This is an optimization exercise on Yosys and OpenROAD, whose aim is small area and a short achievable clock period, not a production implementation. Function was checked by simulation only, so behaviour that the tests miss may differ from the original. Power is estimated from default activity; no workload was simulated.

<file path="flow/design.v">
package y86_pkg;
    typedef logic [63:0] word_t;
    typedef logic [3:0]  reg_id_t;
    localparam int NUM_REGS = 15;
    localparam reg_id_t RRSP  = 4'h4;   
    localparam reg_id_t RNONE = 4'hf;   
    localparam logic [3:0] IHALT   = 4'h0;
    localparam logic [3:0] INOP    = 4'h1;
    localparam logic [3:0] IRRMOVQ = 4'h2;
    localparam logic [3:0] IIRMOVQ = 4'h3;
    localparam logic [3:0] IRMMOVQ = 4'h4;
    localparam logic [3:0] IMRMOVQ = 4'h5;
    localparam logic [3:0] IOPQ    = 4'h6;
    localparam logic [3:0] IJXX    = 4'h7;
    localparam logic [3:0] ICALL   = 4'h8;
    localparam logic [3:0] IRET    = 4'h9;
    localparam logic [3:0] IPUSHQ  = 4'ha;
    localparam logic [3:0] IPOPQ   = 4'hb;
    localparam logic [2:0] SAOK = 3'd1;
    localparam logic [2:0] SADR = 3'd2;
    localparam logic [2:0] SINS = 3'd3;
    localparam logic [2:0] SHLT = 3'd4;
    typedef struct packed {
        logic [3:0] icode;
        reg_id_t    ra;
        reg_id_t    rb;
        word_t      valp;
        logic [2:0] stat;
    } d_stage_t;
    localparam d_stage_t BUBBLE_D = {INOP, RNONE, RNONE, 64'd0, SAOK};
endpackage
`timescale 1ns/1ps
module decode_reg (
    input  logic              clk_i,
    input  logic              rst_n_i,
    input  logic              stall_i,
    input  logic              bubble_i,
    input  y86_pkg::reg_id_t  src_a_i,
    input  y86_pkg::reg_id_t  src_b_i,
    input  y86_pkg::reg_id_t  dst_e_i,
    input  y86_pkg::reg_id_t  dst_m_i,
    input  logic              use_p_i,
    input  y86_pkg::word_t    valp_i,
    input  logic [2:0]        stat_i,
    output y86_pkg::reg_id_t  src_a_o,
    output y86_pkg::reg_id_t  src_b_o,
    output y86_pkg::reg_id_t  dst_e_o,
    output y86_pkg::reg_id_t  dst_m_o,
    output logic              use_p_o,
    output y86_pkg::word_t    valp_o,
    output logic [2:0]        stat_o
);
    always_ff @(posedge clk_i) begin
        if (!rst_n_i || bubble_i) begin
            src_a_o <= y86_pkg::RNONE;
            src_b_o <= y86_pkg::RNONE;
            dst_e_o <= y86_pkg::RNONE;
            dst_m_o <= y86_pkg::RNONE;
            use_p_o <= 1'b0;
            stat_o  <= y86_pkg::SAOK;
        end else if (!stall_i) begin
            src_a_o <= src_a_i;
            src_b_o <= src_b_i;
            dst_e_o <= dst_e_i;
            dst_m_o <= dst_m_i;
            use_p_o <= use_p_i;
            stat_o  <= stat_i;
        end
    end
    always_ff @(posedge clk_i) begin
        if (!stall_i) valp_o <= valp_i;
    end
endmodule
`timescale 1ns/1ps
module reg_select (
    input  logic [3:0]        icode_i,
    input  y86_pkg::reg_id_t  ra_i,
    input  y86_pkg::reg_id_t  rb_i,
    output y86_pkg::reg_id_t  src_a_o,
    output y86_pkg::reg_id_t  src_b_o,
    output y86_pkg::reg_id_t  dst_e_o,
    output y86_pkg::reg_id_t  dst_m_o,
    output logic              use_p_o    
);
    always_comb begin
        src_a_o = y86_pkg::RNONE;
        src_b_o = y86_pkg::RNONE;
        dst_e_o = y86_pkg::RNONE;
        dst_m_o = y86_pkg::RNONE;
        use_p_o = 1'b0;
        case (icode_i)
            y86_pkg::IRRMOVQ: begin
                src_a_o = ra_i;
                dst_e_o = rb_i;
            end
            y86_pkg::IIRMOVQ: begin
                dst_e_o = rb_i;
            end
            y86_pkg::IRMMOVQ: begin
                src_a_o = ra_i;
                src_b_o = rb_i;   
            end
            y86_pkg::IMRMOVQ: begin
                src_b_o = rb_i;
                dst_m_o = ra_i;
            end
            y86_pkg::IOPQ: begin
                src_a_o = ra_i;
                src_b_o = rb_i;
                dst_e_o = rb_i;
            end
            y86_pkg::IJXX: begin
                use_p_o = 1'b1;
            end
            y86_pkg::ICALL: begin
                src_b_o = y86_pkg::RRSP;
                dst_e_o = y86_pkg::RRSP;
                use_p_o = 1'b1;
            end
            y86_pkg::IPUSHQ: begin
                src_a_o = ra_i;
                src_b_o = y86_pkg::RRSP;
                dst_e_o = y86_pkg::RRSP;
            end
            y86_pkg::IPOPQ, y86_pkg::IRET: begin
                src_a_o = y86_pkg::RRSP;
                src_b_o = y86_pkg::RRSP;
                dst_e_o = y86_pkg::RRSP;
                if (icode_i == y86_pkg::IPOPQ) dst_m_o = ra_i;
            end
            default: ;   
        endcase
    end
endmodule
`timescale 1ns/1ps
module g_aoi222 (
    input  logic a1, a2, b1, b2, c1, c2,
    output logic y
);
    assign y = ~(a1 & a2 | b1 & b2 | c1 & c2);
endmodule
module g_aoi22 (
    input  logic a1, a2, b1, b2,
    output logic y
);
    assign y = ~(a1 & a2 | b1 & b2);
endmodule
module g_nand4 (
    input  logic a, b, c, d,
    output logic y
);
    assign y = ~(a & b & c & d);
endmodule
module g_nand3 (
    input  logic a, b, c,
    output logic y
);
    assign y = ~(a & b & c);
endmodule
module g_nand2 (
    input  logic a, b,
    output logic y
);
    assign y = ~(a & b);
endmodule
module g_nor2 (
    input  logic a, b,
    output logic y
);
    assign y = ~(a | b);
endmodule
module g_nor3 (
    input  logic a, b, c,
    output logic y
);
    assign y = ~(a | b | c);
endmodule
module g_xnor2 (
    input  logic a, b,
    output logic y
);
    assign y = ~(a ^ b);
endmodule
module g_inv (
    input  logic a,
    output logic y
);
    assign y = ~a;
endmodule
module g_and2 (
    input  logic a, b,
    output logic y
);
    assign y = a & b;
endmodule
module rf_wbit (
    input  logic sel_m_i, sel_e_i, sel_h_i,
    input  logic valm_i, vale_i, q_i,
    output logic d_o
);
    assign d_o = sel_m_i & valm_i | sel_e_i & vale_i | sel_h_i & q_i;
endmodule
module rf_rbit (
    input  logic [14:0] sel_i,
    input  logic [14:0] d_i,
    output logic        q_o
);
    logic [4:0] n;
    logic       n34;
    for (genvar g = 0; g < 5; g++) begin : g_grp
        g_aoi222 u_aoi (
            .a1 (sel_i[3*g]),   .a2 (d_i[3*g]),
            .b1 (sel_i[3*g+1]), .b2 (d_i[3*g+1]),
            .c1 (sel_i[3*g+2]), .c2 (d_i[3*g+2]),
            .y  (n[g])
        );
    end
    g_and2  u_and  (.a (n[3]), .b (n[4]), .y (n34));
    g_nand4 u_nand (.a (n[0]), .b (n[1]), .c (n[2]), .d (n34), .y (q_o));
endmodule
module reg_file (
    input  logic              clk_i,
    input  logic              rst_n_i,
    input  logic [14:0]       rd_a_i,    
    input  logic [14:0]       rd_b_i,
    output y86_pkg::word_t    rval_a_o,
    output y86_pkg::word_t    rval_b_o,
    input  y86_pkg::reg_id_t  w_dstm_i,
    input  y86_pkg::word_t    w_valm_i,
    input  y86_pkg::reg_id_t  w_dste_i,
    input  y86_pkg::word_t    w_vale_i
);
    localparam int N = y86_pkg::NUM_REGS;
    y86_pkg::word_t regs [N];
    y86_pkg::word_t regs_d [N];
    logic [N-1:0] sel_m, sel_e, sel_h;
    always_comb begin
        for (int r = 0; r < N; r++) begin
            sel_m[r] = rst_n_i && (w_dstm_i == 4'(r));
            sel_e[r] = rst_n_i && (w_dste_i == 4'(r)) && (w_dstm_i != 4'(r));
            sel_h[r] = rst_n_i && (w_dste_i != 4'(r)) && (w_dstm_i != 4'(r));
        end
    end
    for (genvar r = 0; r < N; r++) begin : g_reg
        for (genvar b = 0; b < 64; b++) begin : g_bit
            rf_wbit u_w (
                .sel_m_i (sel_m[r]), .sel_e_i (sel_e[r]), .sel_h_i (sel_h[r]),
                .valm_i  (w_valm_i[b]), .vale_i (w_vale_i[b]), .q_i (regs[r][b]),
                .d_o     (regs_d[r][b])
            );
        end
    end
    always_ff @(posedge clk_i) begin
        for (int r = 0; r < N; r++) begin
            regs[r] <= regs_d[r];
        end
    end
    for (genvar b = 0; b < 64; b++) begin : g_rd
        logic [N-1:0] col;
        for (genvar r = 0; r < N; r++) begin : g_col
            assign col[r] = regs[r][b];
        end
        rf_rbit u_ra (.sel_i (rd_a_i), .d_i (col), .q_o (rval_a_o[b]));
        rf_rbit u_rb (.sel_i (rd_b_i), .d_i (col), .q_o (rval_b_o[b]));
    end
endmodule
`timescale 1ns/1ps
module fwd_hit_n (
    input  y86_pkg::reg_id_t  src_i,
    input  y86_pkg::reg_id_t  dst_i,
    output logic              hit_n_o
);
    logic [3:0] x;
    for (genvar j = 0; j < 4; j++) begin : g_x
        g_xnor2 u_x (.a (src_i[j]), .b (dst_i[j]), .y (x[j]));
    end
    g_nand4 u_n (.a (x[0]), .b (x[1]), .c (x[2]), .d (x[3]), .y (hit_n_o));
endmodule
module fwd_sel (
    input  y86_pkg::reg_id_t  src_i,
    input  logic              none_i,    
    input  y86_pkg::reg_id_t  e_dste_i,
    input  y86_pkg::reg_id_t  m_dstm_i,
    input  y86_pkg::reg_id_t  m_dste_i,
    input  y86_pkg::reg_id_t  w_dstm_i,
    input  y86_pkg::reg_id_t  w_dste_i,
    output logic [5:0]        sel_o      
);
    logic [4:0] hn;       
    logic [4:1] prior;   
    logic       lo_n, hi_n;
    fwd_hit_n u_h0 (.src_i (src_i), .dst_i (e_dste_i), .hit_n_o (hn[0]));
    fwd_hit_n u_h1 (.src_i (src_i), .dst_i (m_dstm_i), .hit_n_o (hn[1]));
    fwd_hit_n u_h2 (.src_i (src_i), .dst_i (m_dste_i), .hit_n_o (hn[2]));
    fwd_hit_n u_h3 (.src_i (src_i), .dst_i (w_dstm_i), .hit_n_o (hn[3]));
    fwd_hit_n u_h4 (.src_i (src_i), .dst_i (w_dste_i), .hit_n_o (hn[4]));
    g_inv   u_b1 (.a (hn[0]), .y (prior[1]));
    g_nand2 u_b2 (.a (hn[0]), .b (hn[1]), .y (prior[2]));
    g_nand3 u_b3 (.a (hn[0]), .b (hn[1]), .c (hn[2]), .y (prior[3]));
    g_nand4 u_b4 (.a (hn[0]), .b (hn[1]), .c (hn[2]), .d (hn[3]), .y (prior[4]));
    g_nor2  u_s0 (.a (hn[0]), .b (none_i), .y (sel_o[0]));
    g_nor3  u_s1 (.a (hn[1]), .b (none_i), .c (prior[1]), .y (sel_o[1]));
    g_nor3  u_s2 (.a (hn[2]), .b (none_i), .c (prior[2]), .y (sel_o[2]));
    g_nor3  u_s3 (.a (hn[3]), .b (none_i), .c (prior[3]), .y (sel_o[3]));
    g_nor3  u_s4 (.a (hn[4]), .b (none_i), .c (prior[4]), .y (sel_o[4]));
    g_nand3 u_lo (.a (hn[0]), .b (hn[1]), .c (hn[2]), .y (lo_n));
    g_nand2 u_hi (.a (hn[3]), .b (hn[4]), .y (hi_n));
    g_nor2  u_sr (.a (lo_n), .b (hi_n), .y (sel_o[5]));
endmodule
module fwd_bit (
    input  logic [5:0] sel_i,    
    input  logic       e_vale_i, m_valm_i, m_vale_i, w_valm_i, w_vale_i, rval_i,
    output logic       val_o
);
    logic n0, n1, n2;
    g_aoi22 u_0 (.a1 (sel_i[0]), .a2 (e_vale_i), .b1 (sel_i[1]), .b2 (m_valm_i), .y (n0));
    g_aoi22 u_1 (.a1 (sel_i[2]), .a2 (m_vale_i), .b1 (sel_i[3]), .b2 (w_valm_i), .y (n1));
    g_aoi22 u_2 (.a1 (sel_i[4]), .a2 (w_vale_i), .b1 (sel_i[5]), .b2 (rval_i),   .y (n2));
    g_nand3 u_o (.a (n0), .b (n1), .c (n2), .y (val_o));
endmodule
module fwd_bit_p (
    input  logic [5:0] sel_i,
    input  logic       use_p_i, valp_i,
    input  logic       e_vale_i, m_valm_i, m_vale_i, w_valm_i, w_vale_i, rval_i,
    output logic       val_o
);
    logic n0, n1, n2, n3;
    g_aoi22 u_0 (.a1 (sel_i[0]), .a2 (e_vale_i), .b1 (sel_i[1]), .b2 (m_valm_i), .y (n0));
    g_aoi22 u_1 (.a1 (sel_i[2]), .a2 (m_vale_i), .b1 (sel_i[3]), .b2 (w_valm_i), .y (n1));
    g_aoi22 u_2 (.a1 (sel_i[4]), .a2 (w_vale_i), .b1 (sel_i[5]), .b2 (rval_i),   .y (n2));
    g_nand2 u_3 (.a (use_p_i), .b (valp_i), .y (n3));
    g_nand4 u_o (.a (n0), .b (n1), .c (n2), .d (n3), .y (val_o));
endmodule
module operand_forward (
    input  logic              use_p_i,
    input  y86_pkg::word_t    valp_i,
    input  y86_pkg::reg_id_t  src_a_i,
    input  y86_pkg::reg_id_t  src_b_i,
    input  logic              none_a_i,   
    input  logic              none_b_i,
    input  y86_pkg::word_t    rval_a_i,
    input  y86_pkg::word_t    rval_b_i,
    input  y86_pkg::reg_id_t  e_dste_i,
    input  y86_pkg::word_t    e_vale_i,
    input  y86_pkg::reg_id_t  m_dstm_i,
    input  y86_pkg::word_t    m_valm_i,
    input  y86_pkg::reg_id_t  m_dste_i,
    input  y86_pkg::word_t    m_vale_i,
    input  y86_pkg::reg_id_t  w_dstm_i,
    input  y86_pkg::word_t    w_valm_i,
    input  y86_pkg::reg_id_t  w_dste_i,
    input  y86_pkg::word_t    w_vale_i,
    output y86_pkg::word_t    val_a_o,
    output y86_pkg::word_t    val_b_o
);
    localparam int NS = 2;
    localparam int W  = 64 / NS;
    for (genvar s = 0; s < NS; s++) begin : g_slice
        logic [5:0] sel_a, sel_b;
        fwd_sel u_sel_a (
            .src_i (src_a_i), .none_i (none_a_i), .e_dste_i (e_dste_i), .m_dstm_i (m_dstm_i),
            .m_dste_i (m_dste_i), .w_dstm_i (w_dstm_i), .w_dste_i (w_dste_i),
            .sel_o (sel_a)
        );
        fwd_sel u_sel_b (
            .src_i (src_b_i), .none_i (none_b_i), .e_dste_i (e_dste_i), .m_dstm_i (m_dstm_i),
            .m_dste_i (m_dste_i), .w_dstm_i (w_dstm_i), .w_dste_i (w_dste_i),
            .sel_o (sel_b)
        );
        for (genvar b = s*W; b < (s+1)*W; b++) begin : g_bit
            fwd_bit_p u_a (
                .sel_i (sel_a), .use_p_i (use_p_i), .valp_i (valp_i[b]),
                .e_vale_i (e_vale_i[b]), .m_valm_i (m_valm_i[b]), .m_vale_i (m_vale_i[b]),
                .w_valm_i (w_valm_i[b]), .w_vale_i (w_vale_i[b]), .rval_i (rval_a_i[b]),
                .val_o (val_a_o[b])
            );
            fwd_bit u_b (
                .sel_i (sel_b),
                .e_vale_i (e_vale_i[b]), .m_valm_i (m_valm_i[b]), .m_vale_i (m_vale_i[b]),
                .w_valm_i (w_valm_i[b]), .w_vale_i (w_vale_i[b]), .rval_i (rval_b_i[b]),
                .val_o (val_b_o[b])
            );
        end
    end
endmodule
`timescale 1ns/1ps
module y86_decode (
    input  logic          clk_i,
    input  logic          rst_n_i,
    input  logic          stall_i,
    input  logic          bubble_i,
    input  logic [3:0]    f_icode_i,
    input  logic [3:0]    f_ra_i,
    input  logic [3:0]    f_rb_i,
    input  logic [63:0]   f_valp_i,
    input  logic [2:0]    f_stat_i,
    input  logic [3:0]    e_dste_i,
    input  logic [63:0]   e_vale_i,
    input  logic [3:0]    m_dstm_i,
    input  logic [63:0]   m_valm_i,
    input  logic [3:0]    m_dste_i,
    input  logic [63:0]   m_vale_i,
    input  logic [3:0]    w_dstm_i,
    input  logic [63:0]   w_valm_i,
    input  logic [3:0]    w_dste_i,
    input  logic [63:0]   w_vale_i,
    output logic [63:0]   d_vala_o,
    output logic [63:0]   d_valb_o,
    output logic [3:0]    d_dste_o,
    output logic [3:0]    d_dstm_o,
    output logic [3:0]    d_srca_o,
    output logic [3:0]    d_srcb_o,
    output logic [2:0]    d_stat_o
);
    y86_pkg::reg_id_t  f_srca, f_srcb, f_dste, f_dstm;
    logic              f_usep, d_usep;
    logic [14:0]       d_rda, d_rdb;
    logic              d_nonea, d_noneb;
    y86_pkg::word_t    d_valp;
    y86_pkg::word_t    rval_a;
    y86_pkg::word_t    rval_b;
    always_comb begin
        for (int r = 0; r < y86_pkg::NUM_REGS; r++) begin
            d_rda[r] = (d_srca_o == 4'(r));
            d_rdb[r] = (d_srcb_o == 4'(r));
        end
    end
    assign d_nonea = (d_srca_o == y86_pkg::RNONE);
    assign d_noneb = (d_srcb_o == y86_pkg::RNONE);
    reg_select u_reg_select (
        .icode_i  (f_icode_i),
        .ra_i     (f_ra_i),
        .rb_i     (f_rb_i),
        .src_a_o  (f_srca),
        .src_b_o  (f_srcb),
        .dst_e_o  (f_dste),
        .dst_m_o  (f_dstm),
        .use_p_o  (f_usep)
    );
    decode_reg u_decode_reg (
        .clk_i    (clk_i),
        .rst_n_i  (rst_n_i),
        .stall_i  (stall_i),
        .bubble_i (bubble_i),
        .src_a_i  (f_srca),
        .src_b_i  (f_srcb),
        .dst_e_i  (f_dste),
        .dst_m_i  (f_dstm),
        .use_p_i  (f_usep),
        .valp_i   (f_valp_i),
        .stat_i   (f_stat_i),
        .src_a_o  (d_srca_o),
        .src_b_o  (d_srcb_o),
        .dst_e_o  (d_dste_o),
        .dst_m_o  (d_dstm_o),
        .use_p_o  (d_usep),
        .valp_o   (d_valp),
        .stat_o   (d_stat_o)
    );
    reg_file u_reg_file (
        .clk_i    (clk_i),
        .rst_n_i  (rst_n_i),
        .rd_a_i   (d_rda),
        .rd_b_i   (d_rdb),
        .rval_a_o (rval_a),
        .rval_b_o (rval_b),
        .w_dstm_i (w_dstm_i),
        .w_valm_i (w_valm_i),
        .w_dste_i (w_dste_i),
        .w_vale_i (w_vale_i)
    );
    operand_forward u_operand_forward (
        .use_p_i  (d_usep),
        .valp_i   (d_valp),
        .src_a_i  (d_srca_o),
        .src_b_i  (d_srcb_o),
        .none_a_i (d_nonea),
        .none_b_i (d_noneb),
        .rval_a_i (rval_a),
        .rval_b_i (rval_b),
        .e_dste_i (e_dste_i),
        .e_vale_i (e_vale_i),
        .m_dstm_i (m_dstm_i),
        .m_valm_i (m_valm_i),
        .m_dste_i (m_dste_i),
        .m_vale_i (m_vale_i),
        .w_dstm_i (w_dstm_i),
        .w_valm_i (w_valm_i),
        .w_dste_i (w_dste_i),
        .w_vale_i (w_vale_i),
        .val_a_o  (d_vala_o),
        .val_b_o  (d_valb_o)
    );
endmodule
</file>
<file path="flow/flow/run.sh">
#!/bin/bash
# Standard layout (standard.sh, unchanged synthesis) with smaller port
# buffers, a fanout limit for repair_design, and a clock tree with larger
# sink clusters and no dummy loads.
set -euo pipefail
export BUFFER_PORTS_ARGS="-buffer_cell sky130_fd_sc_hd__buf_2"
export PRE_RESIZE_TCL="$PWD/flow/fanout.tcl"
export PRE_GLOBAL_PLACE_TCL="$PWD/flow/fanout.tcl"
export CTS_ARGS="-sink_clustering_enable -repair_clock_nets -dont_use_dummy_load -sink_clustering_size 25 -sink_clustering_max_diameter 100 -buf_list {sky130_fd_sc_hd__clkbuf_16}"
bash standard.sh finish > standard.log 2>&1
</file>
<file path="flow/flow/fanout.tcl">
# Limit fanout so that repair_design builds buffer trees for the wide
# select nets (register-file read/write selects, forwarding selects).
set_max_fanout 20 [current_design]
</file>
<file path="flow/standard.sh">
#!/bin/bash
# synth_recipe.tcl (not shown) runs the flow's synth.tcl, then flattens the netlist and writes it again
# the make line also repeats each setting of config.mk as NAME=value (left out here)
make -C /OpenROAD-flow-scripts/flow DESIGN_CONFIG=/design/flow/config.mk WORK_HOME=/design/flow/orfs CLKGATE_MAP_FILE= SYNTH_SCRIPT=/design/flow/synth_recipe.tcl "${@:-finish}"
</file>
<file path="flow/config.mk">
export PLATFORM = sky130hd
export DESIGN_NAME = y86_decode
export DESIGN_NICKNAME = y86_decode
export VERILOG_FILES = /design/flow/design.v
export SDC_FILE = /design/flow/constraint.sdc
export NUM_CORES = 4
export LEC_CHECK = 0
export CAP_MARGIN = 20
export CELL_PAD_IN_SITES_DETAIL_PLACEMENT = 2
export CELL_PAD_IN_SITES_GLOBAL_PLACEMENT = 3
export CORE_MARGIN = 2
export CORE_UTILIZATION = 30
export CTS_CLUSTER_DIAMETER = 100
export CTS_CLUSTER_SIZE = 25
export PLACE_DENSITY = 0.45
export SETUP_SLACK_MARGIN = 1.8
export SLEW_MARGIN = 20
export SYNTH_HIERARCHICAL = 1
export SYNTH_MINIMUM_KEEP_SIZE = 0
</file>
<file path="flow/constraint.sdc">
create_clock -name core_clock -period 6.5 [get_ports {clk_i}]
set_input_delay 1.3000 -clock core_clock [delete_from_list [all_inputs] [get_ports {clk_i}]]
set_output_delay 1.3000 -clock core_clock [all_outputs]
set_load 0.01 [all_outputs]
</file>
==> results.toml, run 1 <==
[pwr]
power.density_mw_per_mm2 = 201
peakVddDrop_mv = 0.157
p_leak_nw = 28.5

[critical_path]
worst_path_largest_cell_delay_ns = 0.66
cp-start-kind = "flip-flop"
cp.required_ns = 5.20
path_class = "reg2out"
worst-path-stages = 8
regToRegSetupSlack_ns = 5.39
rr_worst_depth = 4
worstPathArrival_ns = 3.46
cp_common_cell = "nand4_1"
cp_cell_sequence = "buf_6 > and4bb_4 > buf_4 > a222oi_1 > nand4_1 > a22oi_2 > nand4_1 > buf_2"
cp_num_buf_inv = 3
path_max_fanout = 13
cp-end-kind = "output pin"
crit_family = "compound AO/OA/AOI/OAI gates"
slowest_stage = "a222oi_1"

[placement]
gp_routability_congestion = 0.864
dp_hpwl_um = 224000
port_buffers = 569

[clock_tree]
cts_hold_buf = 0
htree_num_levels = 2
cts_tree = "done"
cts_inserted_buffers = 55
cts_sinks = 1044
clk_latency_ns = 0.70
cts_root_buffer = "clkbuf_16"
cts_buffer_depth = 3
clkTransAtPathRegs_ns = 0.11

[route]
drt-initial-drc-count = 13800
drc = 0
ant_nets = 0
wl_per_cell_um = 41.0
totalWireLength_um = 332000
viasPerCell = 7.27
first_pass_iters = 12
route.vias.total = 58800

[timing]
hold_viol = 0
finalMaxSlewViolations = 0
worst_pin_slew_ns = 1.24
fin_tns_setup_ns = 0
finalCriticalPeriod_ns = 4.76
clock.fmax_ghz = 0.210
whs_ns = 0.502
finalCritPeriodShare_pct = 73.2
timing.slew.headroom_pct = 17.6
rsz0062_at_grt = "no"
setup_viol = 0
finClkSkew_ns = 0

[grt]
grt_max_degree = 26
grt_antenna_before_repair = 10
overflow = 0
grt_pass1_wl_um = 462000
grt.total_usage_pct = 36.0
grt_pass1_vias = 59600

[job]
cap_violations = 0

[synthesis]
ys_types = 54
synth_ff_type = "dfxtp_1"
syn_area_mm2 = 0.0515
yosys_warnings = 13
yosys-top-cells-area = "dfxtp_1 (38%), a222oi_1 (31%), a22oi_2 (9.3%)"
async_flop_share_pct = 0
synth_top_area_share_pct = 38.1
synth_nets = 5237
yosys.area.top_type = "dfxtp_1"
synth-seq-cells = 1044
synth_cells = 4814
synth_commonest_cells = "a222oi_1 (1600), dfxtp_1 (980), inv_1 (968), a22oi_2 (384), nand4_1 (216)"
syn_avg_cell_area_um2 = 10.7
yosysMostFrequentCell = "a222oi_1"
synth-edff-count = 64
ys_seq_area_share_pct = 41.8

[layout]
areaGrowthSynthToFinish_pct = 22.2
layout-drive-gt1-share_pct = 27.0
post-route-util_pct = 36.8
nets = 6282

[floorplan]
io_pins = 570
core-area_mm2 = 0.171
die_h_um = 418
row_count = 152
dieArea_mm2 = 0.175
fp.dieW_um = 418
start_util_pct = 30.1

[outcome]
run_status = "no timing/DRC/antenna violations"

[min_path]
holdPathStages = 2
min-delay-path-class = "reg2reg"
cell type report:
| type | instances | area [um2] |
|---|---|---|
| fill | 18600 | 108000 |
| multi-input combinational | 2770 | 26600 |
| sequential | 1044 | 21600 |
| clock buffer | 55 | 1380 |
| timing repair buffer | 1018 | 6960 |
| inverter | 970 | 3640 |
| tap | 2233 | 2790 |
| antenna | 5 | 12.5 |
routing by layer:
layer	vias up	track usage [%]	wire, um
met4	6	15.4	14700
li1	23600	-	-
met1	31100	46.1	132000
met3	647	4.90	27800
met2	3503	60.2	158000
met5	-	0	47
per-module statistics from Yosys, one instance, submodules excluded, a selection:
module / area [um2] / cells / copies in the design / flip-flops and latches
g_inv: 3.75 / 1 / 4 / 0
g_aoi22: 12.5 / 1 / 384 / 0
reg_file: 20000 / 1060 / 1 / 960
decode_reg: 2690 / 132 / 1 / 84
rf_wbit: 13.8 / 2 / 960 / 0
g_nor2: 3.75 / 1 / 8 / 0
y86_decode: 453 / 40 / 1 / 0
g_xnor2: 8.76 / 1 / 80 / 0
g_nor3: 10.0 / 1 / 16 / 0
g_and2: 6.26 / 1 / 128 / 0
g_nand2: 3.75 / 1 / 72 / 0
g_nand3: 5.00 / 1 / 72 / 0
worst paths after layout:
check	startpoint	end
setup / recovery	u_decode_reg.src_a_o[3]	d_vala_o[43]
hold / removal	u_decode_reg.dst_m_o[1]	u_decode_reg.dst_m_o[1]
setup reg to reg	u_decode_reg.src_a_o[3]	u_decode_reg.src_a_o[3]
hold reg to reg	u_decode_reg.dst_m_o[1]	u_decode_reg.dst_m_o[1]
registers in the layout (all words and copies together), names as in the netlist:
register,flops
u_decode_reg.src_a_o,4
u_decode_reg.valp_o,64
u_decode_reg.stat_o,3
u_decode_reg.dst_e_o,4
u_decode_reg.use_p_o,1
u_decode_reg.dst_m_o,4
u_reg_file.regs,960
u_decode_reg.src_b_o,4
what timing repair did:
action                                  CTS  global route
buffers inserted                         58            18
gates resized for setup                  95            49
pin swaps                                51            34
cloned                                    2             0
endpoints found under the setup margin  128            94
tightest hold or removal path: stages, from the launching register on:
cell,delay (ns)
dfxtp_1,0.35
mux2i_1,0.07
nand2_1,0.06
per-stage QoR:
stage               cells  cell area, um2  setup WS, ns  power [mW]
floorplan            4814           51700         0.593        7.68
global placement     7956           60300          1.18        8.69
detailed placement   7957           60300          1.40        8.74
CTS                  8072           62600          1.79        12.7
global route         8092           62900          1.77        13.0
finish               8095           62900          1.74        12.6
where the power goes:
part / internal [mW] / switching (mW) / leakage [nW]
registers: 6.73 / 0.213 / 8.59
logic: 0.507 / 1.24 / 19.3
clock network: 1.51 / 2.43 / 0.678
kinds of logic after synthesis:
family / count (synthesis) / synth area share (%)
DFF: 1044 / 41.8
xor gates and xnor gates: 80 / 1.36
muxes: 20 / 0.389
and+or+nand+nor: 652 / 7.86
AOI/OAI and AO/OA: 2017 / 41.0
buffers and inverters: 1001 / 7.55
cell usage in the layout, fill, tap and decap left out, drive strengths merged, types with 4 or more instances in the layout:
master  count
a22oi     384
o21ai       5
a222oi   1600
and4bb     13
mux2i      20
edfxtp     64
diode       5
nand3b      5
nor2       26
nand4     216
nor4b      12
nand3      79
buf      1014
o221a      11
xnor2      80
nand2b      9
nor3       31
clkbuf     58
nand2      96
inv       970
dfxtp     980
and4b      12
nor2b       5
nor4bb      4
and2      128
nor3b       4
==> run 2, diff against run 1 <==
==> flow/flow/fanout.tcl (replaced) <==
# Limit fanout so that repair_design builds buffer trees for the wide
# select nets (register-file read/write selects, forwarding selects).
set_max_fanout 32 [current_design]
==> run 2 against run 1 <==
  * Via count rose by 0.91%
  * Area after synthesis unchanged
  * Critical path type unchanged
  * Count of clock-buffer cells in the layout up 1
  * Setup slack lost 0.026 ns
  * Design area increased by 0.22%
  * Largest cell class unchanged
  * Cell count decreased by 0.25%
  * Non-clock buffer count is 23 lower
==> results.toml, run 2 <==
[outcome]
run_status = "no timing/DRC/antenna violations"

[critical_path]
cp-start-kind = "flip-flop"
worst_path_largest_cell_delay_ns = 0.58
path_class = "reg2out"
worstPathArrival_ns = 3.49
cp-end-kind = "output pin"
cp.required_ns = 5.20
cp_cell_sequence = "buf_6 > nor4b_4 > buf_8 > buf_16 > a222oi_1 > nand4_1 > a22oi_2 > nand3_1 > buf_2"
path_max_fanout = 16
slowest_stage = "nand4_1"

[synthesis]
ys_types = 54
yosys.area.top_type = "dfxtp_1"
synth-seq-cells = 1044
syn_area_mm2 = 0.0515
synth_top_area_share_pct = 38.1
async_flop_share_pct = 0
synth_commonest_cells = "a222oi_1 (1600), dfxtp_1 (980), inv_1 (968), a22oi_2 (384), nand4_1 (216)"
synth_cells = 4814
ys_seq_area_share_pct = 41.8
yosys-top-cells-area = "dfxtp_1 (38%), a222oi_1 (31%), a22oi_2 (9.3%)"
syn_avg_cell_area_um2 = 10.7
synth_nets = 5237
synth_ff_type = "dfxtp_1"
yosys_warnings = 13
yosysMostFrequentCell = "a222oi_1"
synth-edff-count = 64

[pwr]
p_total_mw = 12.7
power.density_mw_per_mm2 = 201
peakVddDrop_mv = 0.201
p_leak_nw = 28.5

[placement]
dp_hpwl_um = 210000
placed_area_mm2 = 0.0599
dp_slack_ns = 1.31
gp_routability_congestion = 0.831
port_buffers = 569

[layout]
final_common_cell = "a222oi_1"
regMostFlops = "u_reg_file.regs"
mostFrequentLayoutCells = "a222oi_1 (1600), dfxtp_1 (972), inv_1 (968)"
fin_area_mm2 = 0.0630
layout-drive-gt1-share_pct = 26.3
areaGrowthSynthToFinish_pct = 22.5
nets = 6262
largest_registers = "u_reg_file.regs (960), u_decode_reg.valp_o (64)"
post-route-util_pct = 36.9
largest_reg_flops = 960

[grt]
grt.total_usage_pct = 36.4
grt_max_degree = 33
grt_pass1_wl_um = 466000
grt_antenna_before_repair = 7
grt_pass1_vias = 59800
overflow = 0

[clock_tree]
cts_buffer_depth = 3
cts_hold_buf = 0
htree_num_levels = 2
cts_root_buffer = "clkbuf_16"
cts_inserted_buffers = 56
cts_sinks = 1044
clkTransAtPathRegs_ns = 0.09
clk_latency_ns = 0.71
cts_tree = "done"

[route]
route.vias.total = 59400
ant_nets = 0
first_pass_iters = 11
drc = 0
viasPerCell = 7.35
wl_per_cell_um = 42.3
drt-initial-drc-count = 14400
totalWireLength_um = 342000

[timing]
finalCritPeriodShare_pct = 73.6
finClkSkew_ns = 0
finalMaxSlewViolations = 0
hold_viol = 0
setup_viol = 0
timing.slew.headroom_pct = 24.9
worst_pin_slew_ns = 1.12
rsz0062_at_grt = "yes"
finalCriticalPeriod_ns = 4.79
fin_tns_setup_ns = 0
clock.fmax_ghz = 0.209
setup_ws_ns = 1.71

[floorplan]
core-area_mm2 = 0.171
dieArea_mm2 = 0.175
start_util_pct = 30.1
io_pins = 570
die_h_um = 418
row_count = 152
fp.dieW_um = 418

[min_path]
min-delay-path-class = "reg2reg"

[job]
cap_violations = 0
## run 2: cell counts after synthesis
No cell type changed its count.
## run 2: repair_timing
action                                  CTS  global route
cloned                                    2             9
endpoints found under the setup margin  128           115
resized for setup                        78            61
setup buffers                            57            53
pin swaps                                34            47
## run 2: final cells by class
type	instances	area (um2)
tap	2233	2790
sequential	1044	21600
clock buffer	56	1400
timing repair buffer	995	7150
inverter	970	3640
multi-input combinational	2772	26500
fill	18500	108000
antenna	5	12.5
## run 2: per-layer routing
metal | wire length [um] | up-vias | GRT usage, %
met1 | 134000 | 31100 | 46.7
met3 | 32800 | 807 | 6.15
met2 | 158000 | 3834 | 59.6
met5 | 90 | - | 0
met4 | 16500 | 12 | 16.7
li1 | - | 23600 | -
## run 2: cell families (layout without fill, tap and decap cells)
logic type	count (synthesis)	count (layout)	synth area share [%]
AOI/OAI and AO/OA	2017	2017	41.0
DFF	1044	1044	41.8
buffers and inverters	1001	2021	7.55
and+or+nand+nor	652	655	7.86
xor gates and xnor gates	80	80	1.36
muxes	20	20	0.389
other	0	5	0
## run 2: power breakdown
group	total, mW	leakage, nW	switching, mW	internal, mW
clock	3.96	0.690	2.43	1.53
combinational	1.75	19.2	1.24	0.506
sequential	6.94	8.59	0.212	6.73
## run 2: per-module statistics from Yosys (local to each module, per instance), excerpt
module      area [um2]  copies in the design  flip-flops and latches
g_nor2            3.75                     8                       0
g_nand2           3.75                    72                       0
g_xnor2           8.76                    80                       0
g_aoi22           12.5                   384                       0
g_nand4           6.26                   216                       0
y86_decode         453                     1                       0
g_and2            6.26                   128                       0
## run 2: critical path: cells and delay by family, from the launching register on
kind / cells / cell delay [ns]
flops: 1 / 0.42
buf+inv: 4 / 0.72
compound gates: 2 / 0.75
simple gates: 3 / 0.84
## run 2: final timing paths
check	depth (start not counted)	from	to	slack, ns
worst max-delay path	9	u_decode_reg.src_b_o[3]	d_valb_o[8]	1.71
worst min-delay path	2	u_decode_reg.stat_o[0]	u_decode_reg.stat_o[0]	0.50
worst max register to register	3	u_decode_reg.use_p_o	u_decode_reg.use_p_o	5.39
worst min register to register	2	u_decode_reg.stat_o[0]	u_decode_reg.stat_o[0]	0.50
## run 2: stage by stage
| stage | cells | hold slack (ns) |
|---|---|---|
| after global placement | 7890 | 0.453 |
| after detailed placement | 7893 | 0.467 |
| after CTS | 8008 | 0.494 |
| after floorplan | 4814 | 0.468 |
| after global routing | 8072 | 0.521 |
| final | 8075 | 0.495 |
==> run 3, diff against run 2 <==
==> flow/flow/run.sh (replaced) <==
#!/bin/bash
# Standard layout (standard.sh, unchanged synthesis) with smaller port
# buffers, a fanout limit for repair_design, and a clock tree with larger
# sink clusters and no dummy loads.
set -euo pipefail
export BUFFER_PORTS_ARGS="-buffer_cell sky130_fd_sc_hd__buf_2"
export PRE_RESIZE_TCL="$PWD/flow/fanout.tcl"
export PRE_GLOBAL_PLACE_TCL="$PWD/flow/fanout.tcl"
export CTS_ARGS="-sink_clustering_enable -repair_clock_nets -dont_use_dummy_load -sink_clustering_size 20 -sink_clustering_max_diameter 100 -buf_list {sky130_fd_sc_hd__clkbuf_16}"
bash standard.sh finish > standard.log 2>&1
==> flow/flow/fanout.tcl (replaced) <==
# Limit fanout so that repair_design builds buffer trees for the wide
# select nets (register-file read/write selects, forwarding selects).
set_max_fanout 20 [current_design]
--- a/flow/config.mk
+++ b/flow/config.mk
@@ -11,7 +11,7 @@
 export CORE_MARGIN = 2
 export CORE_UTILIZATION = 30
 export CTS_CLUSTER_DIAMETER = 100
-export CTS_CLUSTER_SIZE = 25
+export CTS_CLUSTER_SIZE = 20
 export PLACE_DENSITY = 0.45
 export SETUP_SLACK_MARGIN = 1.8
 export SLEW_MARGIN = 20
==> run 3 against run 2 <==
  * Still clean
  * Clock skew unchanged
  * Sequential power about the same
  * Setup slack better by 0.053 ns
  * Cell count up 0.45%
  * Fmax up 1.1%
  * Via count down 1.0%
  * Worst hold slack better by 0.0033 ns
  * First-iteration DRC count down 5.4%
  * Highest routed layer unchanged
==> results.toml, run 3 <==
[critical_path]
cp_common_cell = "buf_4"
rr_worst_depth = 4
cp_cell_sequence = "buf_4 > and4bb_4 > buf_4 > buf_4 > a222oi_1 > nand4_1 > a22oi_2 > nand4_1 > buf_2"
worstPathArrival_ns = 3.43
cp-end-kind = "output pin"
cp.required_ns = 5.20
slowest_stage = "a222oi_1"
cp-start-kind = "flip-flop"
worst_path_largest_cell_delay_ns = 0.50
path_class = "reg2out"
path_max_fanout = 14

[synthesis]
synth_nets = 5237
synth-seq-cells = 1044
yosys-top-cells-area = "dfxtp_1 (38%), a222oi_1 (31%), a22oi_2 (9.3%)"
synth_top_area_share_pct = 38.1
yosys.area.top_type = "dfxtp_1"
syn_avg_cell_area_um2 = 10.7
async_flop_share_pct = 0
ys_seq_area_share_pct = 41.8
synth_commonest_cells = "a222oi_1 (1600), dfxtp_1 (980), inv_1 (968), a22oi_2 (384), nand4_1 (216)"
synth-edff-count = 64
synth_cells = 4814
yosysMostFrequentCell = "a222oi_1"
synth_ff_type = "dfxtp_1"
ys_types = 54
yosys_warnings = 13
syn_area_mm2 = 0.0515

[grt]
overflow = 0
grt_max_degree = 21
grt_antenna_before_repair = 8
grt_pass1_wl_um = 463000
grt.total_usage_pct = 36.0
grt_pass1_vias = 59800

[timing]
finClkSkew_ns = 0
whs_ns = 0.498
timing.slew.headroom_pct = 15.3
finalCriticalPeriod_ns = 4.73
finalCritPeriodShare_pct = 72.8
setup_viol = 0
rsz0062_at_grt = "yes"
worst_pin_slew_ns = 1.27
hold_viol = 0
finalMaxSlewViolations = 0
setup_ws_ns = 1.77
clock.fmax_ghz = 0.211
fin_tns_setup_ns = 0

[clock_tree]
cts_inserted_buffers = 61
htree_num_levels = 2
cts_tree = "done"
cts_buffer_depth = 3
clkTransAtPathRegs_ns = 0.09
cts_root_buffer = "clkbuf_16"
clk_latency_ns = 0.69
cts_sinks = 1044
cts_hold_buf = 0

[layout]
final_common_cell = "a222oi_1"
nFillCells = 18500
largest_reg_flops = 960
nets = 6299
areaGrowthSynthToFinish_pct = 22.8
mostFrequentLayoutCells = "a222oi_1 (1600), dfxtp_1 (972), inv_1 (968)"
layout-drive-gt1-share_pct = 27.2
largest_registers = "u_reg_file.regs (960), u_decode_reg.valp_o (64)"
regMostFlops = "u_reg_file.regs"

[route]
route.vias.total = 58800
viasPerCell = 7.25
first_pass_iters = 13
drt-initial-drc-count = 13600
totalWireLength_um = 333000
wl_per_cell_um = 41.0
ant_nets = 0
drc = 0

[pwr]
p_sw_mw = 3.91
p_leak_nw = 28.7
swShare_pct = 30.5
cellInternalPower_mw = 8.89
peakVddDrop_mv = 0.290
power_frac_seq_pct = 54.2
clkPwrFrac_pct = 32.2
p_total_mw = 12.8
p_comb_share_pct = 13.6
power.density_mw_per_mm2 = 203

[floorplan]
io_pins = 570
core-area_mm2 = 0.171
start_util_pct = 30.1
row_count = 152
die_h_um = 418
fp.dieW_um = 418
dieArea_mm2 = 0.175

[min_path]
min-delay-path-class = "reg2reg"
holdPathStages = 2

[placement]
gp_routability_congestion = 0.864
dp_hpwl_um = 224000
dp_slack_ns = 1.40
port_buffers = 569

[outcome]
run_status = "no timing/DRC/antenna violations"

[job]
cap_violations = 0
run 3: cell counts after synthesis:
Identical to the previous run, type by type.
run 3: what timing repair did:
item | in CTS | in global routing
setup buffers | 72 | 15
pin swaps | 53 | 38
resized for setup | 105 | 53
hold endpoints to repair | 0 | 0
endpoints found under the setup margin | 128 | 100
cloned | 2 | 0
run 3: modules after synthesis (local to each module, per instance), a selection:
module	area, um2	cells
g_nor3	10.0	1
decode_reg	2690	132
g_nor2	3.75	1
g_aoi22	12.5	1
g_nand4	6.26	1
y86_decode	453	40
g_nand3	5.00	1
g_aoi222	10.0	1
run 3: worst max-delay path, delay by kind of cell (launching register included):
family	cells	cell delay [ns]
DFF	1	0.40
buffers and inverters	4	0.83
and+or+nand+nor	3	0.71
AOI/OAI and AO/OA	2	0.73
run 3: path summary, 6_finish.rpt:
kind | slack [ns] | end | start
max | 1.77 | d_vala_o[2] | u_decode_reg.src_a_o[2]
min | 0.50 | u_decode_reg.dst_m_o[1] | u_decode_reg.dst_m_o[1]
max reg2reg | 5.46 | u_decode_reg.src_a_o[3] | u_decode_reg.src_a_o[3]
min reg2reg | 0.50 | u_decode_reg.dst_m_o[1] | u_decode_reg.dst_m_o[1]
run 3: area by class of cell:
cell class / instances / area [um2] / share of cell area, %
diodes: 4 / 10.0 / 0.0158
clock buffers: 61 / 1530 / 2.42
multi-input cells: 2770 / 26500 / 42.0
flip-flops and latches: 1044 / 21600 / 34.1
repair buffers: 1029 / 7110 / 11.2
inverters: 970 / 3640 / 5.76
well taps: 2233 / 2790 / 4.42
run 3: cell families after synthesis:
group	count (synthesis)	share of synthesized area, %
AO/OA/AOI/OAI	2017	41.0
AND/OR/NAND/NOR	652	7.86
buffers and inverters	1001	7.55
multiplexers	20	0.389
XOR/XNOR	80	1.36
flip-flops	1044	41.8
run 3: power by group through the flow:
stage | registers [mW] | clock network (mW) | logic [mW]
floorplan | 7.02 | 0 | 0.667
global placement | 7.06 | 0 | 1.63
detailed placement | 7.08 | 0 | 1.66
CTS | 6.93 | 4.21 | 1.70
global route | 6.97 | 4.43 | 1.81
finish | 6.94 | 4.12 | 1.75
run 3: layer usage:
layer	track usage (%)	vias up	part of all wire, %
met2	60.4	3530	48
met3	4.81	642	8.5
met1	46.2	30900	40
met5	0	-	0.010
li1	-	23700	-
met4	15.6	4	4.4
run 3: through the flow:
| stage | cells | util, % | area [um2] |
|---|---|---|---|
| floorplan | 4814 | - | 51700 |
| global placement | 7956 | 35.3 | 60300 |
| detailed placement | 7957 | 35.3 | 60300 |
| CTS | 8092 | 36.8 | 62900 |
| global route | 8109 | 37.0 | 63200 |
| finish | 8111 | 37.0 | 63200 |

==> static timing again, ports no longer ideal <==
No port has a modelled driver above. Below, the same layouts with a new extraction and two added sets of constraints. Step 1 sets driving cells, clkbuf_16 on the clock port and buf_2 on the other inputs (assumed; they add their load-dependent delay and slew). Step 2 times the ports against the registers' clock, not the clock port: input delays grow and output delays shrink by t, the midpoint of the rising clock arrivals with the driver on. Three values: no drivers, after step 1, after step 2; two values: the first two.
run	t, ns	setup WS [ns]	worst hold slack (ns)	worst setup path after step 2
run 1	0.800	1.740 / 1.654 / 1.809	0.502 / 0.502 / 0.502	input to output
run 2	0.809	1.713 / 1.620 / 1.787	0.495 / 0.495 / 0.495	input to output
run 3	0.810	1.767 / 1.677 / 1.817	0.498 / 0.498 / 0.498	input to output
After both steps setup and hold are still met in every run listed.
